Context: an optimization exercise on an open-source flow, tuned for small area, a short achievable clock period and few clock cycles per item. The choices shown serve that exercise and are no tape-out recipe.
Function was checked by simulation only, so behaviour that the tests miss may differ from the original.
Power is estimated from default activity; no workload was simulated. The flow treats the clock pin as an ideal source, which a real chip does not have.

==> flow/design.v (outline; a module is shown in full before it is edited, if it fits) <==
// module predec: 19 lines
// module row_dec: 7 lines
// module vinv1: 6 lines
// module rd_hsel2: 9 lines
// module mem_next: 9 lines
// module rd_sel2n: 9 lines
// module vnand4: 9 lines
// module vnor2: 7 lines
// module axil_mem_subsys: 314 lines
module axil_mem_subsys (
  input  logic                  clk_i,
  input  logic                  rst_ni,
  input  logic                  req_i,
  output logic                  gnt_o,
  output logic                  rvalid_o,
  input  logic                  we_i,
  input  logic [(32 / 8)-1:0]   be_i,
  input  logic [32-1:0]   addr_i,
  input  logic [32-1:0]   wdata_i,
  output logic [32-1:0]   rdata_o,
  output logic                  err_o
);
  // ...
==> flow/flow/run.sh <==
#!/bin/bash
# The standard layout (standard.sh) with a few ORFS variables changed:
# - REMOVE_ABC_BUFFERS=1: the floorplan step removes synthesis buffers instead
#   of repairing timing before placement, when the high-fanout nets have no
#   buffers yet and every path looks slow;
# - the port buffers are buf_4 (the buf family can be resized for timing);
# - CTS without dummy loads, with larger sink clusters;
# - more rounds of antenna repair after detailed routing;
# - flow/upsize_predec.tcl after global placement: larger predecoder gates.
# Each tool's output goes to run.log in the work folder; ORFS keeps a log per
# step under orfs/logs.
set -euo pipefail
cd "$(dirname "$0")/.."
bash standard.sh \
  REMOVE_ABC_BUFFERS=1 \
  "BUFFER_PORTS_ARGS=-buffer_cell sky130_fd_sc_hd__buf_4" \
  "CTS_ARGS=-sink_clustering_enable -repair_clock_nets -dont_use_dummy_load -sink_clustering_size 30 -sink_clustering_max_diameter 80" \
  MAX_REPAIR_ANTENNAS_ITER_DRT=12 \
  "POST_GLOBAL_PLACE_TCL=$(pwd)/flow/upsize_predec.tcl" \
  finish > run.log 2>&1
==> flow/flow/upsize_predec.tcl <==
# Run after global placement: size up the drivers of the address predecoder
# lines (and the two gate levels feeding them) of every slice; those lines
# cross a whole slice, and the repair steps tend to leave them small.
# upsize the drivers of the predecoder lines and the gates feeding them
proc bigger {master} {
  # sky130_fd_sc_hd__xxx_N -> largest sensible size
  if {![regexp {^(sky130_fd_sc_hd__[a-z0-9]+)_([0-9]+)$} $master -> base n]} { return "" }
  foreach sz {4 8 2} {
    if {$sz > $n && [llength [get_lib_cells -quiet */${base}_$sz]]} { return ${base}_$sz }
  }
  return ""
}
set done 0
set seen [dict create]
foreach pat {*lo_n* *low* *.hi*} {
  foreach net [get_nets -quiet -hierarchical g_slice*$pat] {
    set frontier [list $net]
    for {set lvl 0} {$lvl < 3} {incr lvl} {
      set next {}
      foreach n $frontier {
        foreach d [get_pins -quiet -of_objects $n -filter "direction==output"] {
          set inst [get_cells -of_objects $d]
          set iname [get_full_name $inst]
          if {[dict exists $seen $iname]} continue
          dict set seen $iname 1
          set m [get_property $inst ref_name]
          if {[string match *dfxtp* $m] || [string match *buf* $m]} continue
          set b [bigger $m]
          if {$b ne ""} { replace_cell $iname $b; incr done }
          foreach ip [get_pins -quiet -of_objects $inst -filter "direction==input"] {
            lappend next [get_nets -of_objects $ip]
          }
        }
      }
      set frontier $next
    }
  }
}
puts "upsized $done predecoder cells"
==> flow/standard.sh <==
#!/bin/bash
# synth_recipe.tcl (not shown) runs the flow's synth.tcl, then flattens the netlist and writes it again
# the make line also repeats each setting of config.mk as NAME=value (left out here)
make -C /OpenROAD-flow-scripts/flow DESIGN_CONFIG=/design/flow/config.mk WORK_HOME=/design/flow/orfs CLKGATE_MAP_FILE= SYNTH_SCRIPT=/design/flow/synth_recipe.tcl "${@:-finish}"
==> flow/config.mk <==
export PLATFORM = sky130hd
export DESIGN_NAME = axil_mem_subsys
export DESIGN_NICKNAME = axil_mem_subsys
export VERILOG_FILES = /design/flow/design.v
export SDC_FILE = /design/flow/constraint.sdc
export NUM_CORES = 8
export LEC_CHECK = 0
export CAP_MARGIN = 40
export CORE_MARGIN = 2
export CORE_UTILIZATION = 60
export SETUP_SLACK_MARGIN = 4.5
export SLEW_MARGIN = 50
export SYNTH_HIERARCHICAL = 1
==> flow/constraint.sdc <==
create_clock -name core_clock -period 8.0 [get_ports {clk_i}]
set_input_delay 1.6000 -clock core_clock [delete_from_list [all_inputs] [get_ports {clk_i}]]
set_output_delay 1.6000 -clock core_clock [all_outputs]
set_load 0.01 [all_outputs]
==> run summary, run 1 <==
- Worst Reg2Reg Path Length in Cells: 6
- Part of the cycle the worst path needs: between 40 and 50%
- Synth Area in Compound Gates: 29.8%
- Sequential share of the synthesized area: between 60% and 70%
- Non-clock buffer share: under 10%
- Highest-power group: sequential cells
- GRT Total Usage: 38.2%
- Worst-Margin Slew: 802 ps
- Int Pwr: roughly 50 mW
- Seq group: around 41 mW
- Highest routed layer: met5
- Clk latency of the worst-skew pair: 1030 ps
- Part of the power in registers: a little under two thirds
- FMAX: between 200 and 300 MHz
- Via/cell ratio: just over 7
- Setup-failing EPs final: 0
- Tmin final: 3670 ps
- XOR/XNOR Fraction of Synth Area: 0.209%
- Crit Path Max Fanout: 38
- Slowest-stage cell, CP: a22oi_2
- Pwr Density: 221 mW/mm^2
- Syn_area_per_cell: 10.3 sq um
- Critical Path RT: 8900 ps
- Die area: roughly 0.45 sq mm
- Top reg by flops: mem_q
- Chip Width: a little under 700 um
- Synth Warn #: 8
- Routed len/inst: 28.1 um
- Final Cell Area: ~0.30 sq mm
- Io pins: roughly 110
- Finished Layout Cells: 32800
- Worst Setup SP: addr_i[5]
- CTS Hold Bufs: 0
- Largest register FFs: just over 8000
- Tapcells: ~5900
- Busiest metal layer after global routing: met2
- Reg clk slew, reported paths: approximately 110 ps
- Status: timing/DRC/antenna clean
- CTS tree: yes
- Initial antenna violation count: 26
- Placed insts: 32400
- # Post-CTS Setup Buffers: 14
- Reg2reg start: p_q[21]
- WP buf/inv: 4
Testbench counts, summed over its fixed seeds: cycles 4,808, accesses 4,800.
==> inputs of run 2 (changes only) <==
--- a/flow/design.v
+++ b/flow/design.v
@@ -71,31 +71,40 @@
   input  logic [8-1:0] sel_n0,    
   input  logic [8-1:0] sel_n1,
   input  logic [8-1:0] q0,
   input  logic [8-1:0] q1,
   output logic [8-1:0] y
 );
   assign y = ~((q0 | sel_n0) & (q1 | sel_n1));
 endmodule
+module vnand2 (
+  input  logic [8-1:0] a,
+  input  logic [8-1:0] b,
+  output logic [8-1:0] y
+);
+  assign y = ~(a & b);
+endmodule
 module vnand4 (
   input  logic [8-1:0] a,
   input  logic [8-1:0] b,
   input  logic [8-1:0] c,
   input  logic [8-1:0] d,
   output logic [8-1:0] y
 );
   assign y = ~(a & b & c & d);
 endmodule
-module vnor2 (
+module vnor4 (
   input  logic [8-1:0] a,
   input  logic [8-1:0] b,
+  input  logic [8-1:0] c,
+  input  logic [8-1:0] d,
   output logic [8-1:0] y
 );
-  assign y = ~(a | b);
+  assign y = ~(a | b | c | d);
 endmodule
 `timescale 1ns/1ps
 module axil_mem_subsys (
   input  logic                  clk_i,
   input  logic                  rst_ni,
   input  logic                  req_i,
   output logic                  gnt_o,
   output logic                  rvalid_o,
@@ -285,98 +294,66 @@
     rd_sel2n u_l1_120 (.sel_n0 ({SW{lo_n[0]}}), .sel_n1 ({SW{lo_n[1]}}), .q0 (mem_q[(240*DW + s*SW) +: SW]), .q1 (mem_q[(241*DW + s*SW) +: SW]), .y (l1[120*SW +: SW]));
     rd_sel2n u_l1_121 (.sel_n0 ({SW{lo_n[2]}}), .sel_n1 ({SW{lo_n[3]}}), .q0 (mem_q[(242*DW + s*SW) +: SW]), .q1 (mem_q[(243*DW + s*SW) +: SW]), .y (l1[121*SW +: SW]));
     rd_sel2n u_l1_122 (.sel_n0 ({SW{lo_n[4]}}), .sel_n1 ({SW{lo_n[5]}}), .q0 (mem_q[(244*DW + s*SW) +: SW]), .q1 (mem_q[(245*DW + s*SW) +: SW]), .y (l1[122*SW +: SW]));
     rd_sel2n u_l1_123 (.sel_n0 ({SW{lo_n[6]}}), .sel_n1 ({SW{lo_n[7]}}), .q0 (mem_q[(246*DW + s*SW) +: SW]), .q1 (mem_q[(247*DW + s*SW) +: SW]), .y (l1[123*SW +: SW]));
     rd_sel2n u_l1_124 (.sel_n0 ({SW{lo_n[8]}}), .sel_n1 ({SW{lo_n[9]}}), .q0 (mem_q[(248*DW + s*SW) +: SW]), .q1 (mem_q[(249*DW + s*SW) +: SW]), .y (l1[124*SW +: SW]));
     rd_sel2n u_l1_125 (.sel_n0 ({SW{lo_n[10]}}), .sel_n1 ({SW{lo_n[11]}}), .q0 (mem_q[(250*DW + s*SW) +: SW]), .q1 (mem_q[(251*DW + s*SW) +: SW]), .y (l1[125*SW +: SW]));
     rd_sel2n u_l1_126 (.sel_n0 ({SW{lo_n[12]}}), .sel_n1 ({SW{lo_n[13]}}), .q0 (mem_q[(252*DW + s*SW) +: SW]), .q1 (mem_q[(253*DW + s*SW) +: SW]), .y (l1[126*SW +: SW]));
     rd_sel2n u_l1_127 (.sel_n0 ({SW{lo_n[14]}}), .sel_n1 ({SW{lo_n[15]}}), .q0 (mem_q[(254*DW + s*SW) +: SW]), .q1 (mem_q[(255*DW + s*SW) +: SW]), .y (l1[127*SW +: SW]));
-    logic [64*SW-1:0] t2;
-    vnor2 u_t2_0 (.a (l1[0*SW +: SW]), .b (l1[1*SW +: SW]), .y (t2[0*SW +: SW]));
-    vnor2 u_t2_1 (.a (l1[2*SW +: SW]), .b (l1[3*SW +: SW]), .y (t2[1*SW +: SW]));
-    vnor2 u_t2_2 (.a (l1[4*SW +: SW]), .b (l1[5*SW +: SW]), .y (t2[2*SW +: SW]));
-    vnor2 u_t2_3 (.a (l1[6*SW +: SW]), .b (l1[7*SW +: SW]), .y (t2[3*SW +: SW]));
-    vnor2 u_t2_4 (.a (l1[8*SW +: SW]), .b (l1[9*SW +: SW]), .y (t2[4*SW +: SW]));
-    vnor2 u_t2_5 (.a (l1[10*SW +: SW]), .b (l1[11*SW +: SW]), .y (t2[5*SW +: SW]));
-    vnor2 u_t2_6 (.a (l1[12*SW +: SW]), .b (l1[13*SW +: SW]), .y (t2[6*SW +: SW]));
-    vnor2 u_t2_7 (.a (l1[14*SW +: SW]), .b (l1[15*SW +: SW]), .y (t2[7*SW +: SW]));
-    vnor2 u_t2_8 (.a (l1[16*SW +: SW]), .b (l1[17*SW +: SW]), .y (t2[8*SW +: SW]));
-    vnor2 u_t2_9 (.a (l1[18*SW +: SW]), .b (l1[19*SW +: SW]), .y (t2[9*SW +: SW]));
-    vnor2 u_t2_10 (.a (l1[20*SW +: SW]), .b (l1[21*SW +: SW]), .y (t2[10*SW +: SW]));
-    vnor2 u_t2_11 (.a (l1[22*SW +: SW]), .b (l1[23*SW +: SW]), .y (t2[11*SW +: SW]));
-    vnor2 u_t2_12 (.a (l1[24*SW +: SW]), .b (l1[25*SW +: SW]), .y (t2[12*SW +: SW]));
-    vnor2 u_t2_13 (.a (l1[26*SW +: SW]), .b (l1[27*SW +: SW]), .y (t2[13*SW +: SW]));
-    vnor2 u_t2_14 (.a (l1[28*SW +: SW]), .b (l1[29*SW +: SW]), .y (t2[14*SW +: SW]));
-    vnor2 u_t2_15 (.a (l1[30*SW +: SW]), .b (l1[31*SW +: SW]), .y (t2[15*SW +: SW]));
-    vnor2 u_t2_16 (.a (l1[32*SW +: SW]), .b (l1[33*SW +: SW]), .y (t2[16*SW +: SW]));
-    vnor2 u_t2_17 (.a (l1[34*SW +: SW]), .b (l1[35*SW +: SW]), .y (t2[17*SW +: SW]));
-    vnor2 u_t2_18 (.a (l1[36*SW +: SW]), .b (l1[37*SW +: SW]), .y (t2[18*SW +: SW]));
-    vnor2 u_t2_19 (.a (l1[38*SW +: SW]), .b (l1[39*SW +: SW]), .y (t2[19*SW +: SW]));
-    vnor2 u_t2_20 (.a (l1[40*SW +: SW]), .b (l1[41*SW +: SW]), .y (t2[20*SW +: SW]));
-    vnor2 u_t2_21 (.a (l1[42*SW +: SW]), .b (l1[43*SW +: SW]), .y (t2[21*SW +: SW]));
-    vnor2 u_t2_22 (.a (l1[44*SW +: SW]), .b (l1[45*SW +: SW]), .y (t2[22*SW +: SW]));
-    vnor2 u_t2_23 (.a (l1[46*SW +: SW]), .b (l1[47*SW +: SW]), .y (t2[23*SW +: SW]));
-    vnor2 u_t2_24 (.a (l1[48*SW +: SW]), .b (l1[49*SW +: SW]), .y (t2[24*SW +: SW]));
-    vnor2 u_t2_25 (.a (l1[50*SW +: SW]), .b (l1[51*SW +: SW]), .y (t2[25*SW +: SW]));
-    vnor2 u_t2_26 (.a (l1[52*SW +: SW]), .b (l1[53*SW +: SW]), .y (t2[26*SW +: SW]));
-    vnor2 u_t2_27 (.a (l1[54*SW +: SW]), .b (l1[55*SW +: SW]), .y (t2[27*SW +: SW]));
-    vnor2 u_t2_28 (.a (l1[56*SW +: SW]), .b (l1[57*SW +: SW]), .y (t2[28*SW +: SW]));
-    vnor2 u_t2_29 (.a (l1[58*SW +: SW]), .b (l1[59*SW +: SW]), .y (t2[29*SW +: SW]));
-    vnor2 u_t2_30 (.a (l1[60*SW +: SW]), .b (l1[61*SW +: SW]), .y (t2[30*SW +: SW]));
-    vnor2 u_t2_31 (.a (l1[62*SW +: SW]), .b (l1[63*SW +: SW]), .y (t2[31*SW +: SW]));
-    vnor2 u_t2_32 (.a (l1[64*SW +: SW]), .b (l1[65*SW +: SW]), .y (t2[32*SW +: SW]));
-    vnor2 u_t2_33 (.a (l1[66*SW +: SW]), .b (l1[67*SW +: SW]), .y (t2[33*SW +: SW]));
-    vnor2 u_t2_34 (.a (l1[68*SW +: SW]), .b (l1[69*SW +: SW]), .y (t2[34*SW +: SW]));
-    vnor2 u_t2_35 (.a (l1[70*SW +: SW]), .b (l1[71*SW +: SW]), .y (t2[35*SW +: SW]));
-    vnor2 u_t2_36 (.a (l1[72*SW +: SW]), .b (l1[73*SW +: SW]), .y (t2[36*SW +: SW]));
-    vnor2 u_t2_37 (.a (l1[74*SW +: SW]), .b (l1[75*SW +: SW]), .y (t2[37*SW +: SW]));
-    vnor2 u_t2_38 (.a (l1[76*SW +: SW]), .b (l1[77*SW +: SW]), .y (t2[38*SW +: SW]));
-    vnor2 u_t2_39 (.a (l1[78*SW +: SW]), .b (l1[79*SW +: SW]), .y (t2[39*SW +: SW]));
-    vnor2 u_t2_40 (.a (l1[80*SW +: SW]), .b (l1[81*SW +: SW]), .y (t2[40*SW +: SW]));
-    vnor2 u_t2_41 (.a (l1[82*SW +: SW]), .b (l1[83*SW +: SW]), .y (t2[41*SW +: SW]));
-    vnor2 u_t2_42 (.a (l1[84*SW +: SW]), .b (l1[85*SW +: SW]), .y (t2[42*SW +: SW]));
-    vnor2 u_t2_43 (.a (l1[86*SW +: SW]), .b (l1[87*SW +: SW]), .y (t2[43*SW +: SW]));
-    vnor2 u_t2_44 (.a (l1[88*SW +: SW]), .b (l1[89*SW +: SW]), .y (t2[44*SW +: SW]));
-    vnor2 u_t2_45 (.a (l1[90*SW +: SW]), .b (l1[91*SW +: SW]), .y (t2[45*SW +: SW]));
-    vnor2 u_t2_46 (.a (l1[92*SW +: SW]), .b (l1[93*SW +: SW]), .y (t2[46*SW +: SW]));
-    vnor2 u_t2_47 (.a (l1[94*SW +: SW]), .b (l1[95*SW +: SW]), .y (t2[47*SW +: SW]));
-    vnor2 u_t2_48 (.a (l1[96*SW +: SW]), .b (l1[97*SW +: SW]), .y (t2[48*SW +: SW]));
-    vnor2 u_t2_49 (.a (l1[98*SW +: SW]), .b (l1[99*SW +: SW]), .y (t2[49*SW +: SW]));
-    vnor2 u_t2_50 (.a (l1[100*SW +: SW]), .b (l1[101*SW +: SW]), .y (t2[50*SW +: SW]));
-    vnor2 u_t2_51 (.a (l1[102*SW +: SW]), .b (l1[103*SW +: SW]), .y (t2[51*SW +: SW]));
-    vnor2 u_t2_52 (.a (l1[104*SW +: SW]), .b (l1[105*SW +: SW]), .y (t2[52*SW +: SW]));
-    vnor2 u_t2_53 (.a (l1[106*SW +: SW]), .b (l1[107*SW +: SW]), .y (t2[53*SW +: SW]));
-    vnor2 u_t2_54 (.a (l1[108*SW +: SW]), .b (l1[109*SW +: SW]), .y (t2[54*SW +: SW]));
-    vnor2 u_t2_55 (.a (l1[110*SW +: SW]), .b (l1[111*SW +: SW]), .y (t2[55*SW +: SW]));
-    vnor2 u_t2_56 (.a (l1[112*SW +: SW]), .b (l1[113*SW +: SW]), .y (t2[56*SW +: SW]));
-    vnor2 u_t2_57 (.a (l1[114*SW +: SW]), .b (l1[115*SW +: SW]), .y (t2[57*SW +: SW]));
-    vnor2 u_t2_58 (.a (l1[116*SW +: SW]), .b (l1[117*SW +: SW]), .y (t2[58*SW +: SW]));
-    vnor2 u_t2_59 (.a (l1[118*SW +: SW]), .b (l1[119*SW +: SW]), .y (t2[59*SW +: SW]));
-    vnor2 u_t2_60 (.a (l1[120*SW +: SW]), .b (l1[121*SW +: SW]), .y (t2[60*SW +: SW]));
-    vnor2 u_t2_61 (.a (l1[122*SW +: SW]), .b (l1[123*SW +: SW]), .y (t2[61*SW +: SW]));
-    vnor2 u_t2_62 (.a (l1[124*SW +: SW]), .b (l1[125*SW +: SW]), .y (t2[62*SW +: SW]));
-    vnor2 u_t2_63 (.a (l1[126*SW +: SW]), .b (l1[127*SW +: SW]), .y (t2[63*SW +: SW]));
+    logic [32*SW-1:0] t2;
+    vnor4 u_t2_0 (.a (l1[0*SW +: SW]), .b (l1[1*SW +: SW]), .c (l1[2*SW +: SW]), .d (l1[3*SW +: SW]), .y (t2[0*SW +: SW]));
+    vnor4 u_t2_1 (.a (l1[4*SW +: SW]), .b (l1[5*SW +: SW]), .c (l1[6*SW +: SW]), .d (l1[7*SW +: SW]), .y (t2[1*SW +: SW]));
+    vnor4 u_t2_2 (.a (l1[8*SW +: SW]), .b (l1[9*SW +: SW]), .c (l1[10*SW +: SW]), .d (l1[11*SW +: SW]), .y (t2[2*SW +: SW]));
+    vnor4 u_t2_3 (.a (l1[12*SW +: SW]), .b (l1[13*SW +: SW]), .c (l1[14*SW +: SW]), .d (l1[15*SW +: SW]), .y (t2[3*SW +: SW]));
+    vnor4 u_t2_4 (.a (l1[16*SW +: SW]), .b (l1[17*SW +: SW]), .c (l1[18*SW +: SW]), .d (l1[19*SW +: SW]), .y (t2[4*SW +: SW]));
+    vnor4 u_t2_5 (.a (l1[20*SW +: SW]), .b (l1[21*SW +: SW]), .c (l1[22*SW +: SW]), .d (l1[23*SW +: SW]), .y (t2[5*SW +: SW]));
+    vnor4 u_t2_6 (.a (l1[24*SW +: SW]), .b (l1[25*SW +: SW]), .c (l1[26*SW +: SW]), .d (l1[27*SW +: SW]), .y (t2[6*SW +: SW]));
+    vnor4 u_t2_7 (.a (l1[28*SW +: SW]), .b (l1[29*SW +: SW]), .c (l1[30*SW +: SW]), .d (l1[31*SW +: SW]), .y (t2[7*SW +: SW]));
+    vnor4 u_t2_8 (.a (l1[32*SW +: SW]), .b (l1[33*SW +: SW]), .c (l1[34*SW +: SW]), .d (l1[35*SW +: SW]), .y (t2[8*SW +: SW]));
+    vnor4 u_t2_9 (.a (l1[36*SW +: SW]), .b (l1[37*SW +: SW]), .c (l1[38*SW +: SW]), .d (l1[39*SW +: SW]), .y (t2[9*SW +: SW]));
+    vnor4 u_t2_10 (.a (l1[40*SW +: SW]), .b (l1[41*SW +: SW]), .c (l1[42*SW +: SW]), .d (l1[43*SW +: SW]), .y (t2[10*SW +: SW]));
+    vnor4 u_t2_11 (.a (l1[44*SW +: SW]), .b (l1[45*SW +: SW]), .c (l1[46*SW +: SW]), .d (l1[47*SW +: SW]), .y (t2[11*SW +: SW]));
+    vnor4 u_t2_12 (.a (l1[48*SW +: SW]), .b (l1[49*SW +: SW]), .c (l1[50*SW +: SW]), .d (l1[51*SW +: SW]), .y (t2[12*SW +: SW]));
+    vnor4 u_t2_13 (.a (l1[52*SW +: SW]), .b (l1[53*SW +: SW]), .c (l1[54*SW +: SW]), .d (l1[55*SW +: SW]), .y (t2[13*SW +: SW]));
+    vnor4 u_t2_14 (.a (l1[56*SW +: SW]), .b (l1[57*SW +: SW]), .c (l1[58*SW +: SW]), .d (l1[59*SW +: SW]), .y (t2[14*SW +: SW]));
+    vnor4 u_t2_15 (.a (l1[60*SW +: SW]), .b (l1[61*SW +: SW]), .c (l1[62*SW +: SW]), .d (l1[63*SW +: SW]), .y (t2[15*SW +: SW]));
+    vnor4 u_t2_16 (.a (l1[64*SW +: SW]), .b (l1[65*SW +: SW]), .c (l1[66*SW +: SW]), .d (l1[67*SW +: SW]), .y (t2[16*SW +: SW]));
+    vnor4 u_t2_17 (.a (l1[68*SW +: SW]), .b (l1[69*SW +: SW]), .c (l1[70*SW +: SW]), .d (l1[71*SW +: SW]), .y (t2[17*SW +: SW]));
+    vnor4 u_t2_18 (.a (l1[72*SW +: SW]), .b (l1[73*SW +: SW]), .c (l1[74*SW +: SW]), .d (l1[75*SW +: SW]), .y (t2[18*SW +: SW]));
+    vnor4 u_t2_19 (.a (l1[76*SW +: SW]), .b (l1[77*SW +: SW]), .c (l1[78*SW +: SW]), .d (l1[79*SW +: SW]), .y (t2[19*SW +: SW]));
+    vnor4 u_t2_20 (.a (l1[80*SW +: SW]), .b (l1[81*SW +: SW]), .c (l1[82*SW +: SW]), .d (l1[83*SW +: SW]), .y (t2[20*SW +: SW]));
+    vnor4 u_t2_21 (.a (l1[84*SW +: SW]), .b (l1[85*SW +: SW]), .c (l1[86*SW +: SW]), .d (l1[87*SW +: SW]), .y (t2[21*SW +: SW]));
+    vnor4 u_t2_22 (.a (l1[88*SW +: SW]), .b (l1[89*SW +: SW]), .c (l1[90*SW +: SW]), .d (l1[91*SW +: SW]), .y (t2[22*SW +: SW]));
+    vnor4 u_t2_23 (.a (l1[92*SW +: SW]), .b (l1[93*SW +: SW]), .c (l1[94*SW +: SW]), .d (l1[95*SW +: SW]), .y (t2[23*SW +: SW]));
+    vnor4 u_t2_24 (.a (l1[96*SW +: SW]), .b (l1[97*SW +: SW]), .c (l1[98*SW +: SW]), .d (l1[99*SW +: SW]), .y (t2[24*SW +: SW]));
+    vnor4 u_t2_25 (.a (l1[100*SW +: SW]), .b (l1[101*SW +: SW]), .c (l1[102*SW +: SW]), .d (l1[103*SW +: SW]), .y (t2[25*SW +: SW]));
+    vnor4 u_t2_26 (.a (l1[104*SW +: SW]), .b (l1[105*SW +: SW]), .c (l1[106*SW +: SW]), .d (l1[107*SW +: SW]), .y (t2[26*SW +: SW]));
+    vnor4 u_t2_27 (.a (l1[108*SW +: SW]), .b (l1[109*SW +: SW]), .c (l1[110*SW +: SW]), .d (l1[111*SW +: SW]), .y (t2[27*SW +: SW]));
+    vnor4 u_t2_28 (.a (l1[112*SW +: SW]), .b (l1[113*SW +: SW]), .c (l1[114*SW +: SW]), .d (l1[115*SW +: SW]), .y (t2[28*SW +: SW]));
+    vnor4 u_t2_29 (.a (l1[116*SW +: SW]), .b (l1[117*SW +: SW]), .c (l1[118*SW +: SW]), .d (l1[119*SW +: SW]), .y (t2[29*SW +: SW]));
+    vnor4 u_t2_30 (.a (l1[120*SW +: SW]), .b (l1[121*SW +: SW]), .c (l1[122*SW +: SW]), .d (l1[123*SW +: SW]), .y (t2[30*SW +: SW]));
+    vnor4 u_t2_31 (.a (l1[124*SW +: SW]), .b (l1[125*SW +: SW]), .c (l1[126*SW +: SW]), .d (l1[127*SW +: SW]), .y (t2[31*SW +: SW]));
     logic [16*SW-1:0] t3;
-    vnand4 u_t3_0 (.a (t2[0*SW +: SW]), .b (t2[1*SW +: SW]), .c (t2[2*SW +: SW]), .d (t2[3*SW +: SW]), .y (t3[0*SW +: SW]));
-    vnand4 u_t3_1 (.a (t2[4*SW +: SW]), .b (t2[5*SW +: SW]), .c (t2[6*SW +: SW]), .d (t2[7*SW +: SW]), .y (t3[1*SW +: SW]));
-    vnand4 u_t3_2 (.a (t2[8*SW +: SW]), .b (t2[9*SW +: SW]), .c (t2[10*SW +: SW]), .d (t2[11*SW +: SW]), .y (t3[2*SW +: SW]));
-    vnand4 u_t3_3 (.a (t2[12*SW +: SW]), .b (t2[13*SW +: SW]), .c (t2[14*SW +: SW]), .d (t2[15*SW +: SW]), .y (t3[3*SW +: SW]));
-    vnand4 u_t3_4 (.a (t2[16*SW +: SW]), .b (t2[17*SW +: SW]), .c (t2[18*SW +: SW]), .d (t2[19*SW +: SW]), .y (t3[4*SW +: SW]));
-    vnand4 u_t3_5 (.a (t2[20*SW +: SW]), .b (t2[21*SW +: SW]), .c (t2[22*SW +: SW]), .d (t2[23*SW +: SW]), .y (t3[5*SW +: SW]));
-    vnand4 u_t3_6 (.a (t2[24*SW +: SW]), .b (t2[25*SW +: SW]), .c (t2[26*SW +: SW]), .d (t2[27*SW +: SW]), .y (t3[6*SW +: SW]));
-    vnand4 u_t3_7 (.a (t2[28*SW +: SW]), .b (t2[29*SW +: SW]), .c (t2[30*SW +: SW]), .d (t2[31*SW +: SW]), .y (t3[7*SW +: SW]));
-    vnand4 u_t3_8 (.a (t2[32*SW +: SW]), .b (t2[33*SW +: SW]), .c (t2[34*SW +: SW]), .d (t2[35*SW +: SW]), .y (t3[8*SW +: SW]));
-    vnand4 u_t3_9 (.a (t2[36*SW +: SW]), .b (t2[37*SW +: SW]), .c (t2[38*SW +: SW]), .d (t2[39*SW +: SW]), .y (t3[9*SW +: SW]));
-    vnand4 u_t3_10 (.a (t2[40*SW +: SW]), .b (t2[41*SW +: SW]), .c (t2[42*SW +: SW]), .d (t2[43*SW +: SW]), .y (t3[10*SW +: SW]));
-    vnand4 u_t3_11 (.a (t2[44*SW +: SW]), .b (t2[45*SW +: SW]), .c (t2[46*SW +: SW]), .d (t2[47*SW +: SW]), .y (t3[11*SW +: SW]));
-    vnand4 u_t3_12 (.a (t2[48*SW +: SW]), .b (t2[49*SW +: SW]), .c (t2[50*SW +: SW]), .d (t2[51*SW +: SW]), .y (t3[12*SW +: SW]));
-    vnand4 u_t3_13 (.a (t2[52*SW +: SW]), .b (t2[53*SW +: SW]), .c (t2[54*SW +: SW]), .d (t2[55*SW +: SW]), .y (t3[13*SW +: SW]));
-    vnand4 u_t3_14 (.a (t2[56*SW +: SW]), .b (t2[57*SW +: SW]), .c (t2[58*SW +: SW]), .d (t2[59*SW +: SW]), .y (t3[14*SW +: SW]));
-    vnand4 u_t3_15 (.a (t2[60*SW +: SW]), .b (t2[61*SW +: SW]), .c (t2[62*SW +: SW]), .d (t2[63*SW +: SW]), .y (t3[15*SW +: SW]));
+    vnand2 u_t3_0 (.a (t2[0*SW +: SW]), .b (t2[1*SW +: SW]), .y (t3[0*SW +: SW]));
+    vnand2 u_t3_1 (.a (t2[2*SW +: SW]), .b (t2[3*SW +: SW]), .y (t3[1*SW +: SW]));
+    vnand2 u_t3_2 (.a (t2[4*SW +: SW]), .b (t2[5*SW +: SW]), .y (t3[2*SW +: SW]));
+    vnand2 u_t3_3 (.a (t2[6*SW +: SW]), .b (t2[7*SW +: SW]), .y (t3[3*SW +: SW]));
+    vnand2 u_t3_4 (.a (t2[8*SW +: SW]), .b (t2[9*SW +: SW]), .y (t3[4*SW +: SW]));
+    vnand2 u_t3_5 (.a (t2[10*SW +: SW]), .b (t2[11*SW +: SW]), .y (t3[5*SW +: SW]));
+    vnand2 u_t3_6 (.a (t2[12*SW +: SW]), .b (t2[13*SW +: SW]), .y (t3[6*SW +: SW]));
+    vnand2 u_t3_7 (.a (t2[14*SW +: SW]), .b (t2[15*SW +: SW]), .y (t3[7*SW +: SW]));
+    vnand2 u_t3_8 (.a (t2[16*SW +: SW]), .b (t2[17*SW +: SW]), .y (t3[8*SW +: SW]));
+    vnand2 u_t3_9 (.a (t2[18*SW +: SW]), .b (t2[19*SW +: SW]), .y (t3[9*SW +: SW]));
+    vnand2 u_t3_10 (.a (t2[20*SW +: SW]), .b (t2[21*SW +: SW]), .y (t3[10*SW +: SW]));
+    vnand2 u_t3_11 (.a (t2[22*SW +: SW]), .b (t2[23*SW +: SW]), .y (t3[11*SW +: SW]));
+    vnand2 u_t3_12 (.a (t2[24*SW +: SW]), .b (t2[25*SW +: SW]), .y (t3[12*SW +: SW]));
+    vnand2 u_t3_13 (.a (t2[26*SW +: SW]), .b (t2[27*SW +: SW]), .y (t3[13*SW +: SW]));
+    vnand2 u_t3_14 (.a (t2[28*SW +: SW]), .b (t2[29*SW +: SW]), .y (t3[14*SW +: SW]));
+    vnand2 u_t3_15 (.a (t2[30*SW +: SW]), .b (t2[31*SW +: SW]), .y (t3[15*SW +: SW]));
     logic [8*SW-1:0] t4;
     rd_hsel2 u_t4_0 (.h0 ({SW{hi[0]}}), .h1 ({SW{hi[1]}}), .g0 (t3[0*SW +: SW]), .g1 (t3[1*SW +: SW]), .y_n (t4[0*SW +: SW]));
     rd_hsel2 u_t4_1 (.h0 ({SW{hi[2]}}), .h1 ({SW{hi[3]}}), .g0 (t3[2*SW +: SW]), .g1 (t3[3*SW +: SW]), .y_n (t4[1*SW +: SW]));
     rd_hsel2 u_t4_2 (.h0 ({SW{hi[4]}}), .h1 ({SW{hi[5]}}), .g0 (t3[4*SW +: SW]), .g1 (t3[5*SW +: SW]), .y_n (t4[2*SW +: SW]));
     rd_hsel2 u_t4_3 (.h0 ({SW{hi[6]}}), .h1 ({SW{hi[7]}}), .g0 (t3[6*SW +: SW]), .g1 (t3[7*SW +: SW]), .y_n (t4[3*SW +: SW]));
     rd_hsel2 u_t4_4 (.h0 ({SW{hi[8]}}), .h1 ({SW{hi[9]}}), .g0 (t3[8*SW +: SW]), .g1 (t3[9*SW +: SW]), .y_n (t4[4*SW +: SW]));
     rd_hsel2 u_t4_5 (.h0 ({SW{hi[10]}}), .h1 ({SW{hi[11]}}), .g0 (t3[10*SW +: SW]), .g1 (t3[11*SW +: SW]), .y_n (t4[5*SW +: SW]));
     rd_hsel2 u_t4_6 (.h0 ({SW{hi[12]}}), .h1 ({SW{hi[13]}}), .g0 (t3[12*SW +: SW]), .g1 (t3[13*SW +: SW]), .y_n (t4[6*SW +: SW]));
==> flow/flow/run.sh (replaced) <==
#!/bin/bash
# The standard layout (standard.sh) with a few ORFS variables changed:
# - REMOVE_ABC_BUFFERS=1: the floorplan step removes synthesis buffers instead
#   of repairing timing before placement, when the high-fanout nets have no
#   buffers yet and every path looks slow;
# - the port buffers are buf_4 (the buf family can be resized for timing);
# - CTS without dummy loads, with larger sink clusters;
# - more rounds of antenna repair after detailed routing.
# Each tool's output goes to run.log in the work folder; ORFS keeps a log per
# step under orfs/logs.
set -euo pipefail
cd "$(dirname "$0")/.."
bash standard.sh \
  REMOVE_ABC_BUFFERS=1 \
  "BUFFER_PORTS_ARGS=-buffer_cell sky130_fd_sc_hd__buf_4" \
  "CTS_ARGS=-sink_clustering_enable -repair_clock_nets -dont_use_dummy_load -sink_clustering_size 30 -sink_clustering_max_diameter 80" \
  MAX_REPAIR_ANTENNAS_ITER_DRT=12 \
  finish > run.log 2>&1
==> flow/config.mk (replaced) <==
export PLATFORM = sky130hd
export DESIGN_NAME = axil_mem_subsys
export DESIGN_NICKNAME = axil_mem_subsys
export VERILOG_FILES = /design/flow/design.v
export SDC_FILE = /design/flow/constraint.sdc
export NUM_CORES = 8
export LEC_CHECK = 0
export CAP_MARGIN = 40
export CORE_MARGIN = 2
export CORE_UTILIZATION = 60
export SETUP_SLACK_MARGIN = 4.8
export SLEW_MARGIN = 50
export SYNTH_HIERARCHICAL = 1
removed: flow/flow/upsize_predec.tcl
==> run 2 against run 1 <==
Clock skew increased by 2.0 ps; design area up 3.0%; largest power group unchanged; via count increased by 0.87%; sequential share of layout area down 1.7 points; critical path depth down 8.
==> run summary, run 2 <==
- Part of the cycle the worst path needs: 44.1% (was 45.8%)
- Fill count: 35500 (was 35900)
- Tot Pwr: 66.3 mW (was 65.3 mW)
- Critical path class: flip-flop to output pin (was input pin to flip-flop)
- Final GP Congestion: 0.862
- Synth Warn #: 8 (unchanged)
- Finished Layout Cells: 32200 (was 32800)
- Global route total overflow: 0 (unchanged)
- Starting Density: 60.2% (was 60.3%)
- Synth cell types: 32 (was 31)
- Status: timing/DRC/antenna clean (unchanged)
- Total number of vias: 241000 (was 239000)
- Worst Clk Skew: 65.4 ps (was 63.4 ps)
- Die area: 0.459 sq mm (was 0.453 sq mm)
- I/O Buffers: 88 (unchanged)
- Routed len/inst: 30.7 um (was 28.1 um)
- Via/cell ratio: 7.47 (was 7.27)
- Reg2reg start: p_q[23] (was p_q[21])
- Chip Width: 678 um (was 673 um)
- Clk buf depth: 4 (unchanged)
- Initial drt markers: 30100 (was 28900)
- Cts bufs inserted: 326 (was 320)
- Top reg by flops: mem_q (unchanged)
- Final Max Tran Viols: 0 (unchanged)
- Mapped Cells: 25000 (was 26000)
- Sequential Area: 0.167 sq mm (about the same)
- HPWL Detailed: 559 mm (was 554 mm)
- Clock sink count: 8322 (unchanged)
- Share of cells above drive strength 1: 13.2% (was 5.93%)
- Crit Path Max Fanout: 1 (was 38)
- Vias in the first global route: 221000 (about the same)
- Post-route DRC: 0 (unchanged)
- Rows: 247 (was 245)
- CP Launch Type: flip-flop (was input pin)
- Setup-failing EPs final: 0 (unchanged)
- Pwr Density: 218 mW/mm^2 (was 221 mW/mm^2)
- Worst slack, placed: 2670 ps (was 2440 ps)
- Fin util: 67.3% (was 66.4%)
- Yosys top cell area share: 61.2% (was 62.0%)
- Commonest non-fill, non-tap cell in the layout: o22ai_1 (unchanged)
- VDD IR max: 257 uV (was 200 uV)
- Die Y: 678 um (was 673 um)
- GRT Total Usage: 39.4% (was 38.2%)
- Largest register FFs: 8192 (unchanged)
- Hold Fails Final Rpt: 0 (unchanged)
- FMAX: 284 MHz (was 273 MHz)
- Placed Area: 0.288 sq mm (was 0.286 sq mm)
- Critical Path RT: 6400 ps (was 8900 ps)
- FF+latch count, synth: 8322 (unchanged)
- TritonRoute pass-1 iters: 7 (was 8)
- Sequential share of the synthesized area: 61.2% (was 62.0%)
- Reg clk slew, reported paths: 110 ps (about the same)
- Multi-input logic area: 0.106 sq mm (was 0.102 sq mm)
- Biggest regs: mem_q x8192, part_q x64 (unchanged)
- Netlist area before placement: 0.272 sq mm (was 0.269 sq mm)
- Clk latency of the worst-skew pair: 1030 ps (about the same)
- Worst setup margin: 4470 ps (was 4330 ps)
- Main flop type after synthesis: dfxtp_1 (unchanged)
- Top cell type by total area after synthesis: dfxtp_1 (unchanged)
- Worst hold-check path type: flip-flop to flip-flop (unchanged)
- Final Cell Area: 0.305 sq mm (was 0.296 sq mm)
- Area added between synthesis and finish: 11.8% (was 10.1%)
- First-pass GRT wire length: 1420 mm (was 1360 mm)
- Total wire length: 990 mm (was 924 mm)
- Pin count of the biggest net entering global routing: 133 (was 131)
- Crit path capture type: output pin (was flip-flop)
- RSZ-0062 raised after global routing: true (unchanged)
- Initial antenna violation count: 35 (was 26)
- Setup TNS: 0 ps (unchanged)
- P_leak: 120 nW (was 119 nW)
- Final antenna-violating net count: 0 (unchanged)
- Io pins: 107 (unchanged)
- Worst slew margin relative to its limit: 47.3% (was 46.5%)
- Min-delay src: mem_q[5775] (was mem_q[7345])
- Syn_area_per_cell: 10.9 sq um (was 10.3 sq um)
- Worst Setup SP: part_q[22] (was addr_i[5])
- Fin nets: 26300 (was 27000)
- Hold WS: 446 ps (was 445 ps)
- Tmin final: 3530 ps (was 3670 ps)
- Most numerous cell in the Yosys netlist: o22ai_1 (unchanged)
- Top post-synthesis cells by area: dfxtp_1 61%, o22ai_1 28%, nor4_2 4.7% (was dfxtp_1 62%, o22ai_1 29%, nor2_1 3.0%)
- H-tree Lvls: 5 (unchanged)
- Placed insts: 31500 (was 32400)
- Max-cap violation count: 0 (unchanged)
- Worst-Margin Slew: 791 ps (was 802 ps)
- CTS tree: yes (unchanged)
- CTS Hold Bufs: 0 (unchanged)
- Number of enable flip-flop cells after synthesis: 0 (unchanged)
- Most frequent cells in the layout: 12300 x o22ai_1, 8274 x dfxtp_1, 1411 x nand2_1 (was 12300 x o22ai_1, 8284 x dfxtp_1, 2048 x nor2_1)
- Crit path DAT: 1930 ps (was 4560 ps)
- Post-synth top cells: 12300 x o22ai_1, 8322 x dfxtp_1, 1580 x nand2_1 (was 12300 x o22ai_1, 8322 x dfxtp_1, 2136 x nor2_1)
- Post-synth ARST share: 0% (unchanged)
- Core area: 0.452 sq mm (was 0.445 sq mm)
- Root Buffer: clkbuf_16 (unchanged)
## run 2: changes by cell type in the layout (fill, tap and decap cells not counted), moves of 56 or more
| cell | previous run | this run |
|---|---|---|
| nand4_1 | 576 | 68 |
| inv_1 | 1046 | 653 |
| nor3_4 | 64 | 8 |
| inv_2 | 10 | 403 |
| nand2_2 | 2 | 133 |
| nor2_1 | 2048 | 0 |
| buf_6 | 89 | 148 |
| nor3_2 | 30 | 86 |
| buf_4 | 281 | 363 |
| nand2_1 | 1022 | 1411 |
| nor4_2 | 0 | 1024 |
## run 2: final timing paths
| kind | end | slack (ps) | depth (start not counted) |
|---|---|---|---|
| max reg2reg | mem_q[4151] | 5000 | 5 |
| min reg2reg | mem_q[5775] | 450 | 1 |
| max | rdata_o[14] | 4470 | 3 |
| min | mem_q[5775] | 450 | 1 |
## run 2: logic make-up after synthesis
kind of cell	share of synthesized area [%]
AOI/OAI and AO/OA	29.4
DFF	61.2
and+or+nand+nor	7.68
buffers and inverters	1.55
xor gates and xnor gates	0.206
## run 2: routing by layer
| metal | up-vias | track usage [%] | part of all wire (%) |
|---|---|---|---|
| met5 | - | 0.167 | 0.025 |
| met4 | 22 | 19.4 | 5.9 |
| met3 | 2505 | 6.95 | 11 |
| met2 | 13500 | 59.0 | 43 |
| met1 | 119000 | 55.2 | 40 |
| li1 | 106000 | - | - |
## run 2: power breakdown
part           switching (mW)  leakage (nW)  internal (mW)
clock                    12.6          4.02           7.38
combinational            3.23          39.9           1.63
sequential            0.00740          76.3           41.4
total                    15.8           120           50.4
## run 2: timing repair
action	CTS	global route
gates resized for setup	417	673
gates cloned	90	49
endpoints found under the setup margin	7866	6140
pin swaps	108	94
setup buffers	153	103
## run 2: area by class of cell
| type | count | share of cell area [%] |
|---|---|---|
| inverters | 1056 | 1.30 |
| diodes | 35 | 0.0288 |
| multi-input cells | 15700 | 34.8 |
| well taps | 5976 | 2.45 |
| repair buffers | 855 | 4.06 |
| flip-flops and latches | 8322 | 54.7 |
| clock buffers | 326 | 2.68 |
## run 2: worst max-delay path: stages (launching register included)
cell and delay, ps:
dfxtp_2 360, nor2_4 220, xnor2_1 150, buf_4 140
## run 2: per-module statistics from Yosys, one instance, submodules excluded
module           times used  area [sq um]  cells  flops+latches
rd_hsel2                 32           100      8              0
vnand2                   64          30.0      8              0
vnor4                   128           100      8              0
vnand4                    8          50.0      8              0
mem_next               1024          50.0      8              0
axil_mem_subsys           1        168000   8500           8322
rd_sel2n                512          50.0      8              0
vinv1                  1024          3.75      1              0
predec                    4           405     75              0
row_dec                1024          3.75      1              0
Testbench counts of run 2, summed over its fixed seeds: cycles 4,808, accesses 4,800.

separate check: timing with driven ports:
Ports are ideal in the flow. The routed layouts listed here were re-timed in OpenROAD. Step 1 (the two cells are an assumption about what drives the block):
set clk [get_ports {clk_i}]
set_driving_cell -lib_cell sky130_fd_sc_hd__clkbuf_16 $clk
set_driving_cell -lib_cell sky130_fd_sc_hd__buf_2 [delete_from_list [all_inputs] $clk]
Step 2, shift: input delay + t, output delay - t, t = (earliest + latest rising clock arrival at the registers) / 2. This alone moves slack from input paths to output paths. a / b / c = no drivers / after step 1 / after step 2; a / b = the first two.
| run | t (ns) | setup slack, ns | latest minus earliest clock arrival (ns) | worst data-port slew with drivers (ns) |
|---|---|---|---|---|
| run 1 | 1.138 | 4.333 / 4.271 / 3.134 | 0.075 / 0.075 | 0.38 |
| run 2 | 1.135 | 4.474 / 4.344 / 3.279 | 0.084 / 0.084 | 0.50 |
After both steps setup and hold are still met in every run listed. For run 1, which loses most, drivers alone change the setup slack by -0.062 ns; drivers and shift together by -1.199 ns.
